This design comes from an exercise in tuning for small area and a short achievable clock period on the open sky130 flow, not from production work.
The RTL was checked by simulation tests, not by an equivalence proof against the original design.
Power and IR drop assume default switching activity.

## exp/juniper
## flow_switch_top
module flow_switch_top (
	input  logic                        clk,
	input  logic                        reset_L,
	input  logic                        i_psel,
	input  logic                        i_penable,
	input  logic                        i_pwrite,
	input  logic [4-1:0]          i_paddr,
	input  logic [8-1:0]          i_pwdata,
	output logic [8-1:0]          o_prdata,
	output logic                        o_pready,
	output logic                        o_pslverr,
	input  logic [4-1:0]          i_push,
	input  logic [4*6-1:0]  i_in_data,
	input  logic [4-1:0]          i_pop,
	output logic [4*6-1:0]  o_out_data,
	output logic [4-1:0]          o_out_empty
);
	logic [4-1:0]              in_empty;
	logic [4-1:0]              in_error;
	logic [4-1:0][6-1:0] in_head;
	logic [4-1:0]              in_pop;
	logic [4-1:0]              out_empty;
	logic [4-1:0]              out_af;
	logic [4-1:0]              out_error;
	logic [4-1:0]              out_wr;
	logic [3:0]                      xfer_data;
	logic                            enable;
	logic [3:0]                      af;
	for (genvar g = 0; g < 4; g++) begin : g_ch
		logic [3:0] out_head;
		logic [4:0] in_cnt;
		logic [4:0] out_cnt;
		logic       in_ovr;
		logic       in_unr;
		logic       out_ovr;
		logic       out_unr;
		fifo16 #(.W(6)) u_in_fifo (
			.clk        (clk),
			.reset_L    (reset_L),
			.i_wr       (i_push[g]),
			.i_wr_data  (i_in_data[g*6 +: 6]),
			.i_rd       (in_pop[g]),
			.o_rd_data  (in_head[g]),
			.o_cnt      (in_cnt),
			.o_empty    (in_empty[g]),
			.o_overrun  (in_ovr),
			.o_underrun (in_unr)
		);
		fifo16 #(.W(4), .NO_OVERRUN(1'b1)) u_out_fifo (
  ...
Size: about 2200 cells after synthesis, roughly 720 flip-flops, about 31000 µm² of cells after synthesis.
clock: 5.0 ns
lec_check: 0
cap_margin: 20
core_margin: 2
core_utilization: 45
place_density: 0.6
setup_slack_margin: 2.0
slew_margin: 20
run.sh (not shown) runs the stock make flow with config.mk's settings and CLKGATE_MAP_FILE= SYNTH_SCRIPT=/design/flow/synth_recipe.tcl, a recipe that flattens the netlist after the stock synthesis.
For exp/delta, these inputs were changed with respect to exp/juniper:
Settings: SETUP_SLACK_MARGIN: 2.0 -> unset.
==> comparison <==
Buffer count excluding the clock tree in the final layout went down by more than half going from exp/juniper to exp/delta.
Count of cells along the worst register-to-register path sits lower in exp/delta than in exp/juniper.
NOTE: highest cell delay on the worst timing path in exp/delta exceeds that of exp/juniper
Max total CTS buffers across exp/delta and exp/juniper: exp/delta
Net switching fraction of the power (higher): exp/juniper
Pin slew with the least headroom to its limit is higher on exp/juniper
diff inputs: exp/delta => exp/quartz
Settings: an added SETUP_SLACK_MARGIN of 2.6.
| post-route met1 wirelength | exp/quartz vs exp/delta | 7.5% higher |. In terms of placed instance area, exp/quartz and exp/delta differ only marginally. Side by side, total power turned out higher in exp/quartz than in exp/delta. Cmp exp/quartz vs exp/delta: leakage power higher in exp/quartz. Going from exp/delta to exp/quartz, peak clock frequency supported by timing higher; area of the multi-input gates higher; combinational cell fraction of total power higher; total power density per cell area lower.

* * *

job 5814:
Another version of the RTL of flow_switch_top (not shown whole).
Size: about 2000 cells after synthesis, ~87 I/O pins, roughly 0.029 mm² of cells after synthesis.
## flow_switch_top
module flow_switch_top (
	input  logic                        clk,
	input  logic                        reset_L,
	input  logic                        i_psel,
	input  logic                        i_penable,
	input  logic                        i_pwrite,
	input  logic [4-1:0]          i_paddr,
	input  logic [8-1:0]          i_pwdata,
	output logic [8-1:0]          o_prdata,
	output logic                        o_pready,
	output logic                        o_pslverr,
	input  logic [4-1:0]          i_push,
	input  logic [4*6-1:0]  i_in_data,
	input  logic [4-1:0]          i_pop,
	output logic [4*6-1:0]  o_out_data,
	output logic [4-1:0]          o_out_empty
);
	logic [4-1:0]              in_empty;
	logic [4-1:0]              in_error;
	logic [4-1:0][6-1:0] in_head;
	logic [4-1:0][1:0]         in_dest;
	logic [4-1:0]              in_pop;
	logic [4-1:0]              out_empty;
	logic [4-1:0]              out_af;
	logic [4-1:0]              out_error;
	logic [4-1:0]              out_wr;
	logic [3:0]                      xfer_data;
	logic                            enable;
	logic [3:0]                      af;
	logic                            af_wr;
	logic [3:0]                      af_wdata;
	for (genvar g = 0; g < 4; g++) begin : g_ch
		logic [3:0] out_head;
		logic       in_hv;
		fifo16 u_in_fifo (
			.clk        (clk),
			.reset_L    (reset_L),
			.i_wr       (i_push[g]),
			.i_wr_data  (i_in_data[g*6 +: 6]),
			.i_rd       (in_pop[g]),
			.o_head     (in_head[g]),
			.o_hv       (in_hv),
			.o_dest     (in_dest[g]),
			.o_overrun  (in_error[g])
		);
		fifo16_out u_out_fifo (
			.clk        (clk),
			.reset_L    (reset_L),
			.i_wr       (out_wr[g]),
			.i_wr_data  (xfer_data),
			.i_rd       (i_pop[g]),
			.i_af       (af),
			.i_af_wr    (af_wr),
			.i_af_wdata (af_wdata),
			.o_head     (out_head),
  ...
Settings: LEC_CHECK=0, CAP_MARGIN=20, CORE_MARGIN=2, CORE_UTILIZATION=45, CTS_BUF_LIST=sky130_fd_sc_hd__clkbuf_8, CTS_CLUSTER_DIAMETER=50, CTS_CLUSTER_SIZE=16, PLACE_DENSITY=0.6, SETUP_SLACK_MARGIN=2.2, SLEW_MARGIN=20; clock period 5.0 ns.
standard.sh (not shown) runs the stock make flow with config.mk's settings and CLKGATE_MAP_FILE= SYNTH_SCRIPT=/design/flow/synth_recipe.tcl, a recipe that flattens the netlist after the stock synthesis.
==> flow/flow/run.sh <==
#!/bin/bash
# Standard synthesis (standard.sh synth, unchanged), then its combinational
# logic re-mapped by ABC (flow/remap.ys.in: the APB read-data cone first, for
# delay, then the rest; every register stays the instance and cell type the
# standard synthesis made), then the standard layout steps on that netlist,
# with sizing free to change a cell's footprint and the port buffers built
# from buf_2. Each tool's output goes to its own log here: synth.log,
# remap.log, finish.log.
set -euo pipefail
W=$(pwd)
R=$W/orfs/results/$FLOW_PLATFORM/flow_switch_top/base
LIB=$FLOW_HOME/platforms/sky130hd/lib/sky130_fd_sc_hd__tt_025C_1v80.lib
DELAY=${REMAP_DELAY_PS:-2000}
bash standard.sh synth > $W/synth.log 2>&1
cp $R/1_2_yosys.v $W/std_synth.v
sed -e "s|@LIB@|$LIB|g" -e "s|@IN@|$W/std_synth.v|g" -e "s|@OUT@|$W/remap.v|g" \
    -e "s|@DELAY@|$DELAY|g" -e "s|@CONSTR@|$W/flow/abc.constr|g" -e "s|@RDSCRIPT@|$W/flow/rdcone.abc|g" flow/remap.ys.in > $W/remap.ys
yosys -s $W/remap.ys > $W/remap.log 2>&1
cp $W/remap.v $R/1_2_yosys.v
rm -f $R/1_synth.odb $R/1_synth.sdc
bash standard.sh MATCH_CELL_FOOTPRINT=0 'BUFFER_PORTS_ARGS=-buffer_cell sky130_fd_sc_hd__buf_2' finish > $W/finish.log 2>&1
Other scripts of this flow, unchanged in this note and not shown: flow/flow/abc.constr, flow/flow/rdcone.abc, flow/flow/remap.ys.in
Modified inputs, job 5066 compared to job 5814
Settings: CTS_BUF_LIST: sky130_fd_sc_hd__clkbuf_8 -> sky130_fd_sc_hd__clkbuf_8 sky130_fd_sc_hd__clkbuf_16; CTS_CLUSTER_DIAMETER: 50 -> 55; CTS_CLUSTER_SIZE: 16 -> 20.
--- a/flow/flow/run.sh
+++ b/flow/flow/run.sh
@@ -1,10 +1,5 @@
 #!/bin/bash
-# Standard synthesis (standard.sh synth, unchanged), then its combinational
-# logic re-mapped by ABC (flow/remap.ys.in: the APB read-data cone first, for
-# delay, then the rest; every register stays the instance and cell type the
-# standard synthesis made), then the standard layout steps on that netlist,
-# with sizing free to change a cell's footprint and the port buffers built
-# from buf_2. Each tool's output goes to its own log here: synth.log,
-# remap.log, finish.log.
+# Standard synthesis, then the combinational logic re-mapped by ABC with a
+# delay target (registers untouched), then the standard layout steps.
 set -euo pipefail
 W=$(pwd)
[summary]
Having completed the whole flow, job 5066 delivered a layout that passed the timing, design-rule and antenna checks. Against job 5814, job 5066 comes in 3.6 points higher on part of the power in the clock network. Against job 5814, job 5066 reports a critical path depth that is higher. Relative to job 5814, the non-clock buffer count measured on job 5066 has increased slightly. Job 5066 and job 5814 ended up with roughly the same met2 global-route usage. Job 5066 against job 5814: fraction of power consumed by sequential logic has decreased, worst hold slack decreased by 0.0032 ns relative to the old numbers. On area share of buffers outside the clock network, job 5814 and job 5066 are neck and neck.
Setup changes, job 5066 to job 2559
Settings: CTS_CLUSTER_SIZE: 20 -> 16; SETUP_SLACK_MARGIN: 2.2 -> 2.15; CTS_BUF_LIST: sky130_fd_sc_hd__clkbuf_8 sky130_fd_sc_hd__clkbuf_16 -> sky130_fd_sc_hd__clkbuf_8; CTS_CLUSTER_DIAMETER: 55 -> 50.
--- a/flow/flow/run.sh
+++ b/flow/flow/run.sh
@@ -1,5 +1,10 @@
 #!/bin/bash
-# Standard synthesis, then the combinational logic re-mapped by ABC with a
-# delay target (registers untouched), then the standard layout steps.
+# Standard synthesis (standard.sh synth, unchanged), then its combinational
+# logic re-mapped by ABC (flow/remap.ys.in: the APB read-data cone first, for
+# delay, then the rest; every register stays the instance and cell type the
+# standard synthesis made), then the standard layout steps on that netlist,
+# with sizing free to change a cell's footprint and the port buffers built
+# from buf_2. Each tool's output goes to its own log here: synth.log,
+# remap.log, finish.log.
 set -euo pipefail
 W=$(pwd)
Findings:
Net switching share of the total power, job 2559 and job 5066: larger value in job 2559
Changes observed in job 2559 relative to job 5066: total detailed-routing wirelength has increased, part of the power in registers shows an increase of 2.7 points.
Per the comparison of job 2559 with job 5066, hold slack flat; power attributed to the clock group down about 15%; final standard cell count with taps included and fillers excluded up 34; area added between synthesis and finish down 1.8 points.
From job 5066 to job 2559 the numbers moved as follows: accumulated negative setup slack essentially unchanged, actual transition at the worst max-transition pin increased 0.019 ns, total power draw lost about 5%, relative contribution of combinational cells to total power rose 0.7 points.
diff inputs: job 2559 => job 4928
Settings: SETUP_SLACK_MARGIN changed from 2.15 to 2.25.
[summary]
- Of the two values seen for cell at the slowest stage of the critical path, sky130_fd_sc_hd__or4_4 was produced by job 4928 and sky130_fd_sc_hd__nor2_4 by job 2559.
- Job 4928 — fraction of power spent switching nets 0.71 points lower, job 2559 as reference
- When job 4928 is measured against job 2559, its fraction of the core area covered by cells at the end of the flow turns out 0.62 points higher.
- Job 4928 — arrival time at the worst endpoint 1.63 ns higher, job 2559 as reference
- As of job 4928, power density over the cells had fallen slightly compared to job 2559.

* * *

Starting RTL as in the previous note.
export LEC_CHECK = 0
export CAP_MARGIN = 20
export CORE_MARGIN = 2
export CORE_UTILIZATION = 45
export CTS_BUF_LIST = sky130_fd_sc_hd__clkbuf_8
export CTS_CLUSTER_DIAMETER = 50
export CTS_CLUSTER_SIZE = 16
export PLACE_DENSITY = 0.7
export SETUP_SLACK_MARGIN = 2.2
export SLEW_MARGIN = 20
create_clock -name core_clock -period 5.0 [get_ports {clk}]
==> flow/flow/run.sh <==
#!/bin/bash
# Standard synthesis, then the combinational logic re-mapped by ABC with a
# delay target (registers untouched), then the standard layout steps.
set -euo pipefail
W=$(pwd)
R=$W/orfs/results/$FLOW_PLATFORM/flow_switch_top/base
LIB=$FLOW_HOME/platforms/sky130hd/lib/sky130_fd_sc_hd__tt_025C_1v80.lib
DELAY=${REMAP_DELAY_PS:-2000}
bash standard.sh synth > $W/synth.log 2>&1
cp $R/1_2_yosys.v $W/std_synth.v
sed -e "s|@LIB@|$LIB|g" -e "s|@IN@|$W/std_synth.v|g" -e "s|@OUT@|$W/remap.v|g" \
    -e "s|@DELAY@|$DELAY|g" -e "s|@CONSTR@|$W/flow/abc.constr|g" -e "s|@RDSCRIPT@|$W/flow/rdcone.abc|g" flow/remap.ys.in > $W/remap.ys
yosys -s $W/remap.ys > $W/remap.log 2>&1
cp $W/remap.v $R/1_2_yosys.v
rm -f $R/1_synth.odb $R/1_synth.sdc
bash standard.sh MATCH_CELL_FOOTPRINT=0 'BUFFER_PORTS_ARGS=-buffer_cell sky130_fd_sc_hd__buf_2' finish > $W/finish.log 2>&1
Other scripts of this flow, unchanged in this note and not shown: flow/flow/abc.constr, flow/flow/rdcone.abc, flow/flow/remap.ys.in
The starting point completed without violations.
Rerun with:
--- a/flow/config.mk
+++ b/flow/config.mk
@@ -12,5 +12,5 @@
 export CTS_CLUSTER_DIAMETER = 50
 export CTS_CLUSTER_SIZE = 16
-export PLACE_DENSITY = 0.7
-export SETUP_SLACK_MARGIN = 2.2
+export PLACE_DENSITY = 0.6
+export SETUP_SLACK_MARGIN = 2.4
 export SLEW_MARGIN = 20
Outcome: Routed wire length rose by a few percent; synthesized cell count stays the same; synthesized area is unchanged; utilization goes up by 1.3 points; first-iteration DRC count falls by about a fifth; non-clock buffer count goes up by 27; clock skew shrinks by 0.011 ns; sequential share of layout area went down by 1.5 points.
Rerun with:
--- a/flow/flow/run.sh
+++ b/flow/flow/run.sh
@@ -1,5 +1,10 @@
 #!/bin/bash
-# Standard synthesis, then the combinational logic re-mapped by ABC with a
-# delay target (registers untouched), then the standard layout steps.
+# Standard synthesis (standard.sh synth, unchanged), then its combinational
+# logic re-mapped by ABC (flow/remap.ys.in: the APB read-data cone first, for
+# delay, then the rest; every register stays the instance and cell type the
+# standard synthesis made), then the standard layout steps on that netlist,
+# with sizing free to change a cell's footprint and the port buffers built
+# from buf_2. Each tool's output goes to its own log here: synth.log,
+# remap.log, finish.log.
 set -euo pipefail
 W=$(pwd)
--- a/flow/config.mk
+++ b/flow/config.mk
@@ -15,2 +15,3 @@
 export SETUP_SLACK_MARGIN = 2.4
 export SLEW_MARGIN = 20
+export TNS_END_PERCENT = 10
=>
- combinational power came out lower by about 3%
- clock skew increases by 0.019 ns
- total power is higher by 0.36%
- synthesized cell count is unchanged
- worst setup slack improves by 0.12 ns
- design area decreases by about 0.8%
- clock-buffer cell count came out higher by 2
- worst hold slack is worse by 0.0042 ns
- utilization fell by 0.42 points
Rerun with:
--- a/flow/config.mk
+++ b/flow/config.mk
@@ -13,5 +13,5 @@
 export CTS_CLUSTER_SIZE = 16
 export PLACE_DENSITY = 0.6
-export SETUP_SLACK_MARGIN = 2.4
+export SETUP_SLACK_MARGIN = 2.3
 export SLEW_MARGIN = 20
-export TNS_END_PERCENT = 10
+export TNS_END_PERCENT = 20
After rerunning:
- The new run produced a clean layout
- global-route usage climbs by 0.11 points
- synthesized cell count is unchanged
- critical path depth climbs by 1
Rerun with:
--- a/flow/flow/run.sh
+++ b/flow/flow/run.sh
@@ -1,10 +1,5 @@
 #!/bin/bash
-# Standard synthesis (standard.sh synth, unchanged), then its combinational
-# logic re-mapped by ABC (flow/remap.ys.in: the APB read-data cone first, for
-# delay, then the rest; every register stays the instance and cell type the
-# standard synthesis made), then the standard layout steps on that netlist,
-# with sizing free to change a cell's footprint and the port buffers built
-# from buf_2. Each tool's output goes to its own log here: synth.log,
-# remap.log, finish.log.
+# Standard synthesis, then the combinational logic re-mapped by ABC with a
+# delay target (registers untouched), then the standard layout steps.
 set -euo pipefail
 W=$(pwd)
--- a/flow/config.mk
+++ b/flow/config.mk
@@ -12,6 +12,6 @@
 export CTS_CLUSTER_DIAMETER = 50
 export CTS_CLUSTER_SIZE = 16
+export GPL_ROUTABILITY_DRIVEN = 0
 export PLACE_DENSITY = 0.6
-export SETUP_SLACK_MARGIN = 2.3
+export SETUP_SLACK_MARGIN = 2.2
 export SLEW_MARGIN = 20
-export TNS_END_PERCENT = 20
Final cell count hardly moves.
Routed wire length drops by 0.59%.
Clock power climbs by about 1%.
Global-route usage stays flat.
Sequential power is about the same.
Critical path depth came out lower by 1.
Synthesized cell count is unchanged.
Sequential cell count stays the same.
Hold slack degrades by 0.014 ns.

* * *

Another version of the RTL of flow_switch_top (not shown whole).
For scale: roughly 2,300 cells after synthesis, roughly 740 flip-flops, roughly 31,000 sq um of cells after synthesis.
Settings: LEC_CHECK=0, CAP_MARGIN=20, CORE_MARGIN=2, CORE_UTILIZATION=45, CTS_BUF_LIST=sky130_fd_sc_hd__clkbuf_8, CTS_CLUSTER_DIAMETER=50, CTS_CLUSTER_SIZE=16, PLACE_DENSITY=0.6, SETUP_SLACK_MARGIN=2.2, SLEW_MARGIN=20; clock period 5.0 ns.
run.sh (not shown) runs the stock make flow with config.mk's settings and CLKGATE_MAP_FILE= SYNTH_SCRIPT=/design/flow/synth_recipe.tcl, a recipe that flattens the netlist after the stock synthesis.
Stock flow here: none of the scripts above is used.
Rerun with:
CTS_BUF_LIST = unset   (was sky130_fd_sc_hd__clkbuf_8)
CTS_CLUSTER_DIAMETER = unset   (was 50)
CTS_CLUSTER_SIZE = unset   (was 16)
The changed run completed with no timing, DRC or antenna violations.
Power goes up by 9.1%.
Cell area goes up by 2.0%.
Global-route usage barely changes.
Area after synthesis is unchanged.
Core utilization goes up by 1.0 points.
Rerun with:
SETUP_SLACK_MARGIN = 2.5   (was 2.2)
=>
- maximum frequency fell by about 2.5%
- utilization rose by 3.6 points
- clock-buffer cell count fell by 3
- worst setup slack loses 0.073 ns
- wire length rose by about 9%
Rerun with:
CTS_CLUSTER_DIAMETER = 100   (was unset)
CTS_CLUSTER_SIZE = 30   (was unset)
The changed run produced a clean layout.
Power fell by 16%.
Register-to-register slack loses 0.11 ns.
Critical path depth is unchanged.
Core utilization fell by 1.7 points.
Wire length fell by 1.8%.
Synthesized cell count does not change.

port drivers added, routing unchanged:
How much do the figures lean on ideal ports? The routed layouts below were timed once more, with nothing changed but the port constraints.
Step 1 assumes that a clkbuf_16 drives the clock port and a buf_2 every other input.
Step 2 moves the port delays by t, midway between the first and last clock arrival at a register: inputs arrive t later, outputs are due t later. That takes back most of the time a late clock gives input paths.
a / b / c = ideal ports / drivers / drivers and shift; a / b = the first two.
| run | t (ns) | setup WS [ns] | clock arrival spread, ns |
|---|---|---|---|
| exp/juniper | 0.674 | 0.433 / 0.433 / 0.433 | 0.032 / 0.033 |
| exp/delta | 0.672 | 0.284 / 0.284 / 0.284 | 0.027 / 0.028 |
| exp/quartz | 0.675 | 0.497 / 0.497 / 0.497 | 0.032 / 0.033 |
| job 5814 | 0.736 | 2.260 / 2.187 / 1.654 | 0.037 / 0.037 |
| job 5066 | 0.691 | 2.236 / 2.180 / 1.731 | 0.025 / 0.024 |
| job 2559 | 0.744 | 2.212 / 2.185 / 1.714 | 0.045 / 0.045 |
| job 4928 | 0.748 | 2.156 / 2.156 / 1.670 | 0.050 / 0.050 |
| the first run of note 3 | 0.724 | 2.235 / 2.203 / 1.694 | 0.041 / 0.041 |
| the second run of note 3 | 0.746 | 2.147 / 2.103 / 1.745 | 0.033 / 0.033 |
| the third run of note 3 | 0.740 | 2.266 / 2.219 / 1.741 | 0.045 / 0.045 |
| the fourth run of note 3 | 0.730 | 2.171 / 2.131 / 1.615 | 0.043 / 0.044 |
| the fifth run of note 3 | 0.736 | 2.260 / 2.187 / 1.654 | 0.037 / 0.037 |
| the first run of note 4 | 0.740 | 2.169 / 1.905 / 1.556 | 0.037 / 0.037 |
| the second run of note 4 | 0.669 | 2.156 / 1.940 / 1.655 | 0.019 / 0.019 |
| the third run of note 4 | 0.677 | 2.083 / 2.031 / 1.942 | 0.023 / 0.023 |
| the fourth run of note 4 | 0.688 | 2.077 / 2.029 / 1.933 | 0.023 / 0.023 |
After both steps every run listed still meets setup and hold. The setup slack of the first run of note 4, which loses most, moves by -0.264 ns with the drivers and by -0.613 ns with both steps.
